Source: an optimization exercise on an open RTL-to-GDS flow (aim: small area, a short achievable clock period and few clock cycles per item). Production flows keep margins and buffers that such runs may drop. Where RTL was checked, it was by simulation tests only, not by an equivalence proof against the original.

Design ccu_muldiv_seq, start of the top module:
module ccu_muldiv_seq (
    input  logic        clk,
    input  logic        rst,
    input  logic        start,
    input  logic [7:0]  alu_mode,
    input  logic [31:0] src1,
    input  logic [31:0] src2,
    input  logic        flush,
    output logic        stall,
    output logic        done,
    output logic [31:0] result,
    output logic        ccu_ans_mux_sel,
    output logic [1:0]  state_dbg
);
export LEC_CHECK = 0
export CAP_MARGIN = 20
export CORE_MARGIN = 2
export CORE_UTILIZATION = 45
export SLEW_MARGIN = 20
create_clock -name core_clock -period 10.5 [get_ports {clk}]
standard.sh (not shown) runs the stock make flow with config.mk's settings and CLKGATE_MAP_FILE= SYNTH_SCRIPT=/design/flow/synth_recipe.tcl, a recipe that flattens the netlist after the stock synthesis.
==> flow/flow/run.sh <==
#!/bin/bash
set -euo pipefail
bash standard.sh "BUFFER_PORTS_ARGS=-buffer_cell sky130_fd_sc_hd__buf_4" SETUP_SLACK_MARGIN=5.5 finish > standard_flow.log 2>&1
Edit:
--- a/flow/config.mk
+++ b/flow/config.mk
@@ -10 +10 @@
-export CORE_UTILIZATION = 45
+export CORE_UTILIZATION = 40
Design area went up slightly.
Utilization came out lower by 5.9 points.
Die area climbs by roughly a tenth.
Global-route usage is lower by 4.9 points.
Setup slack gets worse by 0.21 ns.
Register-to-register slack degrades by 0.32 ns.
Via count climbs slightly.
Worst hold slack improves by 0.025 ns.
Edit:
==> flow/flow/run.sh (replaced) <==
#!/bin/bash
set -euo pipefail
bash standard.sh "BUFFER_PORTS_ARGS=-buffer_cell sky130_fd_sc_hd__buf_4" SETUP_SLACK_MARGIN=5.2 finish > standard_flow.log 2>&1
After rerunning: The new run ran to the end with no violations; cell count shrinks by about 4%; worst setup slack gains 0.37 ns; core utilization shrinks by 3.9 points; worst hold slack loses 0.015 ns; final area shrinks by about 8%; synthesized cell count stays the same; synthesized area is unchanged; register-to-register slack gains 0.49 ns; first-iteration DRC count grows by 0.91%.
Edit:
--- a/flow/config.mk
+++ b/flow/config.mk
@@ -10 +10 @@
-export CORE_UTILIZATION = 40
+export CORE_UTILIZATION = 50
Global-route usage grows by 11 points.
Clock skew stays flat.
Synthesized area is unchanged.
Core utilization is higher by 12 points.
Wire length rises by about 4.3%.
Non-clock buffer count shrinks by 2.
Via count rises by about 3%.
Sequential cell count does not change.
Final area is lower by 0.36%.
Function was not checked in any run of this note: the RTL went through the layout flow alone.

* * *

ccu_muldiv_seq, a different RTL version from the one above (not shown whole).
Size in the first run: roughly 170 flip-flops, about 110 I/O pins, about 0.019 sq mm of cells after synthesis.
Settings: LEC_CHECK=0, ABC_AREA=1, CAP_MARGIN=20, CORE_MARGIN=2, CORE_UTILIZATION=40, SETUP_SLACK_MARGIN=5, SLEW_MARGIN=20; clock period 10.5 ns.
run.sh (not shown) runs the stock make flow with config.mk's settings and CLKGATE_MAP_FILE= SYNTH_SCRIPT=/design/flow/synth_recipe.tcl, a recipe that flattens the netlist after the stock synthesis.
Stock flow here: none of the scripts above is used.
The starting point finished but fails on max-capacitance violations, max-slew violations.
Testbench counts at the start, summed over its fixed seeds: cycles 21,296, items 3,200.
Next try:
- ABC_AREA: 1 -> not set
Outcome: With this change the flow completed with no timing, DRC or antenna violations. Worst setup slack improves by 0.36 ns. Synthesized cell count falls by about a fifth. Cell count falls by about a fifth. Sequential share of layout area goes up by 1.0 points. Count of clock-buffer cells in the layout falls by 2. Utilization decreases by 5.3 points. Non-clock buffer count fell by 108. Hold slack is better by 0.032 ns.
Next try:
==> flow/flow/run.sh (new file) <==
#!/bin/bash
set -euo pipefail
bash standard.sh SETUP_SLACK_MARGIN=5.5 finish > standard_flow.log 2>&1
==> flow/standard.sh (new file) <==
#!/bin/bash
# synth_recipe.tcl (not shown) runs the flow's synth.tcl, then flattens the netlist and writes it again
# the make line also repeats each setting of config.mk as NAME=value (left out here)
make -C /OpenROAD-flow-scripts/flow DESIGN_CONFIG=/design/flow/config.mk WORK_HOME=/design/flow/orfs CLKGATE_MAP_FILE= SYNTH_SCRIPT=/design/flow/synth_recipe.tcl "${@:-finish}"
- SETUP_SLACK_MARGIN: 5 -> not set
removed: flow/run.sh
Outcome:
- The changed run passed the timing, DRC and antenna checks
- synthesized cell count does not change
- first-iteration DRC count went up by 2.5%
- via count went up by 2.9%
- global-route usage went up by 0.50 points
- hold slack is better by 0.0093 ns
- worst setup slack is better by 0.097 ns
- core utilization went up by 2.9 points

* * *

Setup of job 8077:
Another version of the RTL of ccu_muldiv_seq (not shown whole).
Size in the first run: about 2700 cells after synthesis, about 170 flip-flops, about 110 I/O pins, roughly 21000 um^2 of cells after synthesis.
export LEC_CHECK = 0
export CAP_MARGIN = 20
export CORE_MARGIN = 2
export CORE_UTILIZATION = 40
export SLEW_MARGIN = 20
create_clock -name core_clock -period 10.5 [get_ports {clk}]
standard.sh (not shown) runs the stock make flow with config.mk's settings and CLKGATE_MAP_FILE= SYNTH_SCRIPT=/design/flow/synth_recipe.tcl, a recipe that flattens the netlist after the stock synthesis.
==> flow/flow/run.sh <==
#!/bin/bash
set -euo pipefail
bash standard.sh "BUFFER_PORTS_ARGS=-buffer_cell sky130_fd_sc_hd__buf_4" SETUP_SLACK_MARGIN=5.8 finish > standard_flow.log 2>&1
Testbench counts of job 8077, summed over its fixed seeds: cycles 20,920, items 3,200.
### job 8077 -> job 1786
Settings: CORE_UTILIZATION changed from 40 to 50.
==> flow/flow/run.sh <==
#!/bin/bash
set -euo pipefail
bash standard.sh "BUFFER_PORTS_ARGS=-buffer_cell sky130_fd_sc_hd__buf_2" SETUP_SLACK_MARGIN=5.5 finish > standard_flow.log 2>&1
==> run notes <==
Re setup slack: job 1786 is 200 ps up on job 8077. Compared with job 8077, job 1786 shows a lower shortest clock period the worst path allows after layout. In job 1786 relative to job 8077, total detailed-routing wirelength had gone down by a few percent. Post-cts sizing count came out lower on job 1786 than on job 8077. Post-route cell area: job 1786 better than job 8077.
Changes in job 4617 relative to job 1786:
Settings: CORE_UTILIZATION changed from 50 to 40.
==> flow/flow/run.sh <==
#!/bin/bash
set -euo pipefail
bash standard.sh "BUFFER_PORTS_ARGS=-buffer_cell sky130_fd_sc_hd__buf_4" SETUP_SLACK_MARGIN=5.5 finish > standard_flow.log 2>&1
==> run notes <==
~same flip-flop and latch share of the layout cell area in job 4617 and job 1786. sky130_fd_sc_hd__o211ai_1 as the cell with the largest stage delay on the worst path was reported by job 4617, and sky130_fd_sc_hd__a222oi_1 by job 1786. Job 4617 went all the way through synthesis, placement and routing and the layout is clean on timing, DRC and antenna. Job 1786 finished end to end and its layout was clean on timing, DRC and antenna. Summary of the comparison: first-pass GRT wire length is higher in job 4617, relative to job 1786. The cell count in job 4617 sits 4.3% above the value recorded for job 1786.
Relative to job 4617, the following input files were edited for job 2248:
Settings: CORE_UTILIZATION changed from 40 to 50.
Results
- Comparing job 4617 and job 2248, the lower core utilization is on job 4617.
- For job 4617, the capture point of the worst path was stall, unlike job 2248, where it was state[0].
- Looking only at number of global-route vias before repair, and setting everything else aside, the lower value of job 4617 and job 2248 goes to job 2248.
- On via count, job 2248 does worse than job 4617.
- Sum of met3 wire segment lengths after detailed routing was higher in the run labelled job 2248.
- Final-layout clock buffer total went up by more than 10% going from job 4617 to job 2248.
- Job 2248 has number of design-rule violations left by the first detailed-router iteration above what job 4617 had.
- Delta (job 2248 minus job 4617): buffering stage count on the worst path with inverters included went up by 17, adder-cell share of the synthesized area now sits at about the same level.

* * *

ccu_muldiv_seq again, from the RTL that the note above started with.
export LEC_CHECK = 0
export CAP_MARGIN = 20
export CORE_MARGIN = 2
export CORE_UTILIZATION = 40
export SLEW_MARGIN = 20
create_clock -name core_clock -period 10.5 [get_ports {clk}]
==> flow/flow/run.sh <==
#!/bin/bash
set -euo pipefail
bash standard.sh "BUFFER_PORTS_ARGS=-buffer_cell sky130_fd_sc_hd__buf_4" SETUP_SLACK_MARGIN=5.2 finish > standard_flow.log 2>&1
The baseline ran to the end with no violations.
Testbench counts at the start, summed over its fixed seeds: cycles 20,920, items 3,200.
Change:
- CORE_UTILIZATION: 40 -> 50
Result: Synthesized cell count does not change; final cell count came out lower by 4.1%; setup slack loses 0.092 ns; global-route usage came out higher by 7.3 points; first-iteration DRC count came out higher by 20%; area after synthesis is unchanged; via count came out higher by about 0.8%.
Change:
==> flow/run.sh (new file) <==
#!/bin/bash
# synth_recipe.tcl (not shown) runs the flow's synth.tcl, then flattens the netlist and writes it again
# the make line also repeats each setting of config.mk as NAME=value (left out here)
make -C /OpenROAD-flow-scripts/flow DESIGN_CONFIG=/design/flow/config.mk WORK_HOME=/design/flow/orfs CLKGATE_MAP_FILE= SYNTH_SCRIPT=/design/flow/synth_recipe.tcl finish
- CORE_UTILIZATION: 50 -> 40
- SETUP_SLACK_MARGIN: unset -> 5
removed: flow/flow/run.sh
removed: flow/standard.sh
=> Clock skew is about the same; die area went up by a quarter to a third; final cell count grows by a few percent; design area went up by a few percent; sequential cell count is unchanged; non-clock buffer count increases by 11; via count shrinks slightly; core utilization falls by 9.9 points; global-route usage fell by 7.1 points.

what the ideal ports hide:
No port has a modelled driver above. Below, the same layouts with a new extraction and two added sets of constraints. Step 1 sets driving cells, clkbuf_16 on the clock port and buf_2 on the other inputs (assumed; they add their load-dependent delay and slew). Step 2 moves the port delays by t, midway between the first and last clock arrival at a register: inputs arrive t later, outputs are due t later. That takes back most of the time a late clock gives input paths. Slacks: ideal / step 1 / step 2; pairs: ideal / step 1.
run | t (ns) | setup WS [ns] | hold slack, ns
the first run of note 1 | 0.559 | 4.863 / 4.800 / 4.964 | 0.556 / 0.556 / 0.556
the second run of note 1 | 0.566 | 4.650 / 4.593 / 4.801 | 0.580 / 0.580 / 0.580
the third run of note 1 | 0.526 | 5.023 / 4.966 / 4.690 | 0.565 / 0.565 / 0.565
the fourth run of note 1 | 0.553 | 5.033 / 4.976 / 4.754 | 0.548 / 0.548 / 0.548
the first run of note 2 | 0.545 | 4.661 / 4.677 / 4.132 | 0.547 / 0.547 / 0.547
the second run of note 2 | 0.553 | 5.023 / 5.023 / 4.592 | 0.579 / 0.579 / 0.579
the third run of note 2 | 0.531 | 5.121 / 5.121 / 4.924 | 0.589 / 0.589 / 0.589
job 8077 | 0.565 | 5.208 / 5.173 / 4.886 | 0.610 / 0.610 / 0.610
job 1786 | 0.556 | 5.403 / 5.415 / 4.866 | 0.598 / 0.598 / 0.598
job 4617 | 0.557 | 5.184 / 5.149 / 4.899 | 0.585 / 0.585 / 0.585
job 2248 | 0.552 | 5.439 / 5.428 / 4.907 | 0.613 / 0.613 / 0.613
the first run of note 4 | 0.561 | 5.200 / 5.189 / 4.664 | 0.585 / 0.585 / 0.585
the second run of note 4 | 0.565 | 5.107 / 5.144 / 4.579 | 0.625 / 0.625 / 0.625
the third run of note 4 | 0.560 | 4.825 / 4.859 / 4.299 | 0.604 / 0.604 / 0.604
For job 1786, which loses most, drivers alone change the setup slack by +0.012 ns; drivers and shift together by -0.537 ns.
